This is an optimization exercise on Yosys and OpenROAD, whose aim is small area, a short achievable clock period and few clock cycles, not a production implementation. The RTL was checked by simulation tests, not by an equivalence proof against the original design. Power is estimated from default activity; no workload was simulated.

==> flow/run.sh <==
#!/bin/bash
set -euo pipefail
bash standard.sh SETUP_SLACK_MARGIN=6.2 finish > standard_flow.log 2>&1
==> standard.sh <==
#!/bin/bash
# synth_recipe.tcl (not shown) runs the flow's synth.tcl, then flattens the netlist and writes it again
# the make line also repeats each setting of config.mk as NAME=value (left out here)
make -C /OpenROAD-flow-scripts/flow DESIGN_CONFIG=/design/flow/config.mk WORK_HOME=/design/flow/orfs CLKGATE_MAP_FILE= SYNTH_SCRIPT=/design/flow/synth_recipe.tcl "${@:-finish}"
==> config.mk <==
export PLATFORM = sky130hd
export DESIGN_NAME = page_framebuffer_glyph_plotter
export DESIGN_NICKNAME = page_framebuffer_glyph_plotter
export VERILOG_FILES = /design/flow/design.v
export SDC_FILE = /design/flow/constraint.sdc
export NUM_CORES = 4
export LEC_CHECK = 0
export CAP_MARGIN = 20
export CORE_MARGIN = 2
export CORE_UTILIZATION = 40
export PLACE_DENSITY = 0.5
export SLEW_MARGIN = 20
export SYNTH_MEMORY_MAX_BITS = 16384
==> constraint.sdc <==
create_clock -name core_clock -period 10.0 [get_ports {clk}]
set_input_delay 2.0000 -clock core_clock [delete_from_list [all_inputs] [get_ports {clk}]]
set_output_delay 2.0000 -clock core_clock [all_outputs]
set_load 0.01 [all_outputs]
==> design.v <==
package pfgp_pkg;
  localparam int COLUMNS_DEF = 128;
  localparam int PAGES_DEF   = 8;
  localparam logic [1:0] OP_CLEAR = 2'd0;
  localparam logic [1:0] OP_POINT = 2'd1;
  localparam logic [1:0] OP_GLYPH = 2'd2;
  localparam logic [1:0] OP_READ  = 2'd3;
  typedef struct packed {
    logic [1:0] operation;
    logic [6:0] x;
    logic [5:0] y;
    logic       pixel_on;
    logic [2:0] column_index;
    logic [7:0] glyph_upper;
    logic [7:0] glyph_lower;
    logic [2:0] read_page;
  } item_t;
  typedef struct packed {
    logic [7:0] read_data;
    logic       ignored;
  } result_t;
endpackage
module pfgp_ram #(
  parameter int PAGES = 8
) (
  input  logic                    clk,
  input  logic [PAGES-1:0][7:0]   whi_n,
  input  logic [15:0]             wlo_n,
  input  logic [PAGES*8-1:0]      wdata,
  input  logic [PAGES-1:0][7:0]   rhi_n,
  input  logic [15:0]             rlo_n,
  output logic [PAGES*8-1:0]      rdata
);
  for (genvar p = 0; p < PAGES; p++) begin : g_page
    logic [7:0] mem  [128];
    logic [7:0] term [128];
    logic [7:0] acc;
    for (genvar c = 0; c < 128; c++) begin : g_col
      always_ff @(posedge clk) begin
        if (!whi_n[p][c/16] && !wlo_n[c%16]) begin
          mem[c] <= wdata[8*p +: 8];
        end
      end
      assign term[c] = mem[c] & {8{!rhi_n[p][c/16] && !rlo_n[c%16]}};
    end
    always_comb begin
      acc = '0;
      for (int c = 0; c < 128; c++) begin
        acc = acc | term[c];
      end
    end
    assign rdata[8*p +: 8] = acc;
  end
endmodule
module pfgp_ctrl #(
  parameter int COLUMNS = pfgp_pkg::COLUMNS_DEF,
  parameter int PAGES   = pfgp_pkg::PAGES_DEF
) (
  input  logic              clk,
  input  logic              rst,
  input  logic              take,
  input  pfgp_pkg::item_t   item,
  output logic              res_valid,
  output pfgp_pkg::result_t res
);
  localparam int ROWS = PAGES * 8;
  logic            v0;
  pfgp_pkg::item_t it0;
  always_ff @(posedge clk) begin
    if (rst) v0 <= 1'b0;
    else     v0 <= take;
    it0 <= item;
  end
  logic             is_clr0, is_pt0, is_gl0, is_rd0, rej0;
  logic [6:0]       col0;
  logic [15:0]      m16_0, d16_0;
  logic [PAGES-1:0] rt0;         
  logic [PAGES-1:0] wt0;         
  logic [PAGES-1:0] gl_pl0;
  always_comb begin
    is_clr0 = (it0.operation == pfgp_pkg::OP_CLEAR);
    is_pt0  = (it0.operation == pfgp_pkg::OP_POINT);
    is_gl0  = (it0.operation == pfgp_pkg::OP_GLYPH);
    is_rd0  = (it0.operation == pfgp_pkg::OP_READ);
    rej0    = is_gl0 && ((it0.x > 7'd119) || (it0.y >= 6'd48));
    col0    = is_gl0 ? (it0.x + {4'd0, it0.column_index}) : it0.x;
    if (is_pt0) begin
      m16_0 = 16'h0001;
      d16_0 = {15'd0, it0.pixel_on};
    end else begin
      m16_0 = {it0.glyph_lower, 8'hFF};
      d16_0 = {it0.glyph_lower, it0.glyph_upper};
    end
    gl_pl0 = {5'd0, (it0.y[2:0] != 3'd0), 2'b11} << it0.y[5:3];
    rt0 = '0;
    wt0 = '0;
    case (it0.operation)
      pfgp_pkg::OP_CLEAR: wt0 = '1;
      pfgp_pkg::OP_POINT: begin
        rt0 = PAGES'(1) << it0.y[5:3];
        wt0 = rt0;
      end
      pfgp_pkg::OP_GLYPH: begin
        if (!rej0) begin
          rt0 = gl_pl0;
          wt0 = gl_pl0;
        end
      end
      default: rt0 = PAGES'(1) << it0.read_page;
    endcase
    if (!v0) begin
      rt0 = '0;
      wt0 = '0;
    end
  end
  logic             v1, clr1, rd1, rej1;
  logic [PAGES-1:0] wt1;
  logic [6:0]       col1;
  logic [5:0]       y1;
  logic [2:0]       pg1;
  logic [15:0]      m16_1, d16_1;
  logic [PAGES-1:0][7:0] rhi1_n;
  logic [15:0]      rlo1_n;
  always_ff @(posedge clk) begin
    if (rst) begin
      v1  <= 1'b0;
      wt1 <= '0;
    end else begin
      v1  <= v0;
      wt1 <= wt0;
    end
    clr1  <= is_clr0;
    rd1   <= is_rd0;
    rej1  <= rej0;
    col1  <= col0;
    y1    <= it0.y;
    pg1   <= it0.read_page;
    m16_1 <= m16_0;
    d16_1 <= d16_0;
    for (int p = 0; p < PAGES; p++) begin
      for (int h = 0; h < 8; h++) begin
        rhi1_n[p][h] <= !(rt0[p] && (col0[6:4] == 3'(h)));
      end
    end
    for (int l = 0; l < 16; l++) begin
      rlo1_n[l] <= !(col0[3:0] == 4'(l));
    end
  end
  logic [ROWS-1:0] rword1;
  logic [ROWS-1:0] mask1, data1;
  always_comb begin
    if (clr1) begin
      mask1 = {ROWS{1'b1}};
      data1 = {ROWS{1'b0}};
    end else begin
      mask1 = {48'd0, m16_1} << y1;
      data1 = {48'd0, d16_1} << y1;
    end
  end
  logic             v2, clr2, rd2, rej2;
  logic [PAGES-1:0] wt2, hit2;
  logic [6:0]       col2;
  logic [2:0]       pg2;
  logic [ROWS-1:0]  rword2, mask2, data2;
  logic [ROWS-1:0]  wb_q;        
  logic [ROWS-1:0]  old2, new2;
  logic [PAGES-1:0][7:0] whi2_n;
  logic [15:0]      wlo2_n;
  always_ff @(posedge clk) begin
    if (rst) begin
      v2     <= 1'b0;
      clr2   <= 1'b1;
      wt2    <= '1;
      hit2   <= '0;
      whi2_n <= '0;
      wlo2_n <= '0;
      mask2  <= {ROWS{1'b1}};
      data2  <= {ROWS{1'b0}};
    end else begin
      v2   <= v1;
      clr2 <= clr1;
      wt2  <= wt1;
      for (int p = 0; p < PAGES; p++) begin
        hit2[p] <= wt2[p] && (clr2 || (col2 == col1));
        for (int h = 0; h < 8; h++) begin
          whi2_n[p][h] <= !(wt1[p] && (clr1 || (col1[6:4] == 3'(h))));
        end
      end
      for (int l = 0; l < 16; l++) begin
        wlo2_n[l] <= !(clr1 || (col1[3:0] == 4'(l)));
      end
      mask2 <= mask1;
      data2 <= data1;
    end
    rd2    <= rd1;
    rej2   <= rej1;
    col2   <= col1;
    pg2    <= pg1;
    rword2 <= rword1;
    wb_q   <= new2;
  end
  always_comb begin
    for (int p = 0; p < PAGES; p++) begin
      old2[8*p +: 8] = hit2[p] ? wb_q[8*p +: 8] : rword2[8*p +: 8];
    end
    new2 = (old2 & ~mask2) | data2;
  end
  pfgp_ram #(
    .PAGES(PAGES)
  ) u_frame_store (
    .clk  (clk),
    .whi_n(whi2_n),
    .wlo_n(wlo2_n),
    .wdata(new2),
    .rhi_n(rhi1_n),
    .rlo_n(rlo1_n),
    .rdata(rword1)
  );
  assign res_valid = v2;
  assign res       = {(rd2 ? old2[8*pg2 +: 8] : 8'h00), rej2};
endmodule
module page_framebuffer_glyph_plotter #(
  parameter int COLUMNS = pfgp_pkg::COLUMNS_DEF,
  parameter int PAGES   = pfgp_pkg::PAGES_DEF
) (
  input  logic       clk,
  input  logic       rst,
  input  logic       in_valid,
  output logic       in_ready,
  input  logic [1:0] operation,
  input  logic [6:0] x,
  input  logic [5:0] y,
  input  logic       pixel_on,
  input  logic [2:0] column_index,
  input  logic [7:0] glyph_upper,
  input  logic [7:0] glyph_lower,
  input  logic [2:0] read_page,
  output logic       out_valid,
  input  logic       out_ready,
  output logic [7:0] read_data,
  output logic       ignored
);
  localparam int FDEPTH = 4;    
  pfgp_pkg::item_t   item;
  pfgp_pkg::result_t res;
  logic              res_valid;
  logic              take;
  logic              pass;
  assign item = {operation, x, y, pixel_on, column_index, glyph_upper, glyph_lower,
                  read_page};
  assign take = in_valid && in_ready;
  assign pass = out_valid && out_ready;
  logic [2:0] osd;
  logic [2:0] osd_nx;
  always_comb begin
    osd_nx = osd + 3'(take) - 3'(pass);
  end
  always_ff @(posedge clk) begin
    if (rst) begin
      osd      <= '0;
      in_ready <= 1'b1;
    end else begin
      osd      <= osd_nx;
      in_ready <= (osd_nx <= 3'(FDEPTH));
    end
  end
  logic [8:0] fifo [FDEPTH];
  logic [1:0] rp, wp;
  logic [2:0] cnt;
  logic       slot_free;
  logic       from_fifo;
  logic       push;
  assign slot_free = !out_valid || out_ready;
  assign from_fifo = slot_free && (cnt != 3'd0);
  assign push      = res_valid && !(slot_free && (cnt == 3'd0));
  always_ff @(posedge clk) begin
    if (rst) begin
      out_valid <= 1'b0;
      rp        <= '0;
      wp        <= '0;
      cnt       <= '0;
    end else begin
      if (slot_free) begin
        out_valid <= (cnt != 3'd0) || res_valid;
      end
      if (from_fifo) rp <= rp + 2'd1;
      if (push)      wp <= wp + 2'd1;
      cnt <= cnt + 3'(push) - 3'(from_fifo);
    end
  end
  always_ff @(posedge clk) begin
    if (push) fifo[wp] <= res;
    if (slot_free) begin
      if (cnt != 3'd0) {read_data, ignored} <= fifo[rp];
      else             {read_data, ignored} <= res;
    end
  end
  pfgp_ctrl #(
    .COLUMNS(COLUMNS),
    .PAGES  (PAGES)
  ) u_ctrl (
    .clk      (clk),
    .rst      (rst),
    .take     (take),
    .item     (item),
    .res_valid(res_valid),
    .res      (res)
  );
endmodule
==> results.txt <==
-- sequential cells by signal, summed over array words and instances (netlist names), 7 cells and up, named ones only --
signal / flops
read_data: 8
u_ctrl.data2: 64
u_ctrl.rword2: 64
u_ctrl.wt1: 8
fifo: 36
u_ctrl.col2: 7
u_ctrl.wt2: 8
u_ctrl.rlo1_n: 16
u_ctrl.wlo2_n: 16
u_ctrl.d16_1: 16
u_ctrl.mask2: 64
u_ctrl.rhi1_n: 64
u_ctrl.it0: 38
u_ctrl.u_frame_store.g_page.mem: 8192
u_ctrl.wb_q: 64
u_ctrl.col1: 7
u_ctrl.hit2: 8
u_ctrl.whi2_n: 64
-- placed cells by master (no fill, tap or decap), drive strengths merged, types with 26 or more instances in the layout --
cell type and count:
a31oi 84, clkinv 384, nand2 309, o221ai 52, nor2 1679, o21ai 181
or4 107, bufinv 60, mux2i 100, clkbuf 1213, buf 1095, and2 400
a41oi 91, a21oi 182, a22oi 3187, clkdlybuf4s50 40, and3 42, nand3 77
a22o 90, a221oi 63, o21bai 74, edfxtp 8237, diode 72, a21o 28
inv 128, a32oi 230, nor4 168, mux2 42, o2111ai 29, o22ai 713
nand4 200, a32o 26, dfxtp 544, a2111oi 40, a222oi 206, nor2b 296
nand2b 74, nor3 52
-- final cells by class --
class | count | area, µm²
fillers | 69700 | 434000
flip-flops and latches | 8781 | 258000
multi-input cells | 9123 | 62100
clock buffers | 1212 | 24600
well taps | 10800 | 13500
repair buffers | 1138 | 9630
clock inverters | 475 | 4260
inverters | 112 | 546
diodes | 72 | 180
-- logic make-up after synthesis --
kind of cell	Yosys count
buffers and inverters	1538
multiplexers	162
flip-flops	8781
AND/OR/NAND/NOR	3505
XOR/XNOR	20
AO/OA/AOI/OAI	5422
adder cells (fa/ha/maj)	14
-- through the flow --
| step | cell area (µm²) | hold slack [ns] | util, % |
|---|---|---|---|
| floorplan | 324000 | 0.310 | - |
| global placement | 343000 | 0.311 | 42.4 |
| detailed placement | 343000 | 0.313 | 42.5 |
| CTS | 372000 | 0.315 | 46.1 |
| global route | 373000 | 0.336 | 46.2 |
| finish | 373000 | 0.324 | 46.2 |
-- routing by layer --
layer | global-route usage [%] | vias up | part of all wire, %
met4 | 19.2 | 78 | 6.6
met5 | 0 | - | 0.031
met3 | 10.7 | 3760 | 14
met2 | 51.9 | 19300 | 43
met1 | 48.0 | 114000 | 37
li1 | - | 80700 | -
-- worst max path at each step --
stage,to,from,cells past startpoint
floorplan,cnt[2],out_ready,12
global placement,cnt[2],out_ready,13
detailed placement,cnt[2],out_ready,13
CTS,read_data[3],read_data[3],1
global route,read_data[3],read_data[3],1
finish,u_ctrl.rword2[12],u_ctrl.rlo1_n[14],9
-- report_power, final --
| part | switching [W] | leakage, nW | internal, W | total (W) |
|---|---|---|---|---|
| Sequential | 0.000987 | 84.0 | 0.0426 | 0.0436 |
| Combinational | 0.00495 | 19.9 | 0.00101 | 0.00596 |
| Clock | 0.0149 | 14.1 | 0.0187 | 0.0336 |
-- worst max-delay path, stage by stage (launching register included) --
cell       delay, ns
dfxtp_4         0.37
buf_4           0.42
buf_4           0.42
buf_4           0.66
nand2b_1        0.19
a41oi_1         0.19
a2111oi_1       0.91
nand4_1         0.25
nor3_1          0.24
nand4_1         0.14
-- repair_timing --
item	CTS	global route
setup endpoints to repair	80	118
setup buffers	25	5
pin swaps	2	4
resized for setup	73	22
gates cloned	1	0
hold buffers	0	0
==> impl_results.md <==
- Sequential fraction of the synthesis area: 79.7%
- Largest net degree at the start of global routing: 130
- Achievable Freq: 0.247 GHz
- Slew headroom: 11.9%
- Required time of the critical path: 11.19 ns
- Total Wirelength: 1,510,000 µm
- Worst-Skew Late Latency: 1.36 ns
- Area contributors post-synth: edfxtp_1 (76%), a22oi_1 (7.4%), dfxtp_1 (3.4%)
- First-pass GRT wire length: 1,960,000 µm
- Post-route total power: 0.0831 W
- Final-report max-slew violation count: 0
- DP HPWL: 940,000 µm
- Top Ports: 53
- Worst vdd ir: 0.000231 V
- Endpoints failing hold: 0
- Core Area: 808,000 µm²
- Post-synthesis xor/xnor area fraction: 0.0540%
- Min-delay src: u_ctrl.pg1[2]
- Die area: 818,000 µm²
- Crit. End Element: flip-flop
- Non-Filler Instances: 31,700
- DRC errors left: 0
- Setup Skew: 0.106 ns
- Post-synthesis register bit count: 8,781
- Post-synthesis compound-gate area fraction: 12.4%
- Leak: 118 nW
- Final setup vio count: 0
- Max-Cap Viols: 0
- Crit-path max FO: 20
- CTS clk-pin slew, worst paths: 0.07 ns
- Worst slew pin tran: 1.32 ns
- Die W: 904 µm
- Worst r2r dst: u_ctrl.rword2[12]
- Largest family of logic cells by synthesized area: compound AO/OA/AOI/OAI gates
- Starting DRT DRC Count: 43,300
- Top cell type's share of synthesized area: 76.3%
- Routability Congestion: 1.01
- Initial antenna violation count: 121
- Synthesized-area fraction occupied by adder cells: 0.0610%
- Grt total ovfl: 0
- Post-Synthesis Cells: 19,400
- Vias in the first global route: 198,000
- Area growth, synth to finish: 15.1%
- Vias per inst: 6.87
- Initial Util: 40.1%
- TritonRoute pass-1 iters: 8
- Fin crit share: 40.4%
- Setup CP Type: flip-flop to flip-flop
- Power per cell area: 223 nW/µm²
- CTS tree: built
- Fin crit period: 4.04 ns
- Worst hold path class: flip-flop to flip-flop
- Ys async rst share: 0%
- Synth cell count leaders: edfxtp_1 (8,237), a22oi_1 (3,187), nor2_1 (1,679)
- Post-synth design cell area: 324,000 µm²
- Nets: 20,100
- Share of cells above drive strength 1: 14.9%
- CTS HTree Levels: 6
- Avg WL per Cell: 47.8 µm
- Routed Antenna Nets: 0
- Worst path arrival time: 5.23 ns
- Synth area leader: edfxtp_1
- Reg2reg start: u_ctrl.rlo1_n[14]
- DP Worst Slack: 5.43 ns
- Multiplexer share of the synthesized area: 0.594%
- FF-to-FF path depth: 9
- Clk buf depth: 4
- Vias: 218,000
- Cell depth of the worst min-delay path: 0
- # clock sinks: 8,781
- Hold Path End: u_ctrl.pg2[2]
- Simple-Gate Fraction of Synth Area: 5.26%
- Ys flop type: edfxtp_1
- RSZ-0062 raised after global routing: yes
- Syn Nets: 19,500
- FF-to-FF setup slack: 5.96 ns
- Setup TNS: 0 ns
- Status: no timing/DRC/antenna violations
- Gr usage total: 35.6%
- Count of cell types in the netlist: 83
- Root Driver: clkbuf_16
- Placed Cells: 29,900
- # rows: 330
- Most common cell in the netlist: edfxtp_1
- CP Launch Type: flip-flop
- Synth warn: 19
- # port buffers: 52
- Die span in y: 904 µm
- Final worst setup slack: 5.96 ns
- Syn_area_per_cell: 16.7 µm²
- Cts bufs inserted: 899
- Number of flops mapped to enable cells by yosys: 8,237
Testbench counts, summed over its fixed seeds: cycles 12,668.

## afterwards: timing with drivers on the ports
The flow's constraints put no driver on any port. The routed layout listed below was extracted and timed again, unchanged, in two steps.
Step 1 (the two cells are an assumption about what drives the block):
set clk [get_ports {clk}]
set_driving_cell -lib_cell sky130_fd_sc_hd__clkbuf_16 $clk
set_driving_cell -lib_cell sky130_fd_sc_hd__buf_2 [delete_from_list [all_inputs] $clk]
Step 2, shift: input delay + t, output delay - t, t = (earliest + latest rising clock arrival at the registers) / 2. This alone moves slack from input paths to output paths.
Slacks: no drivers / after step 1 / after step 2; pairs: no drivers / after step 1.
t (ns): 1.409
setup slack, ns: 5.956 / 5.910 / 5.419
worst setup path after step 2: input to register
latest minus earliest clock arrival (ns): 0.126 / 0.127
After both steps setup and hold are still met in this run. The setup slack of this run moves by -0.046 ns with the drivers and by -0.537 ns with both steps.
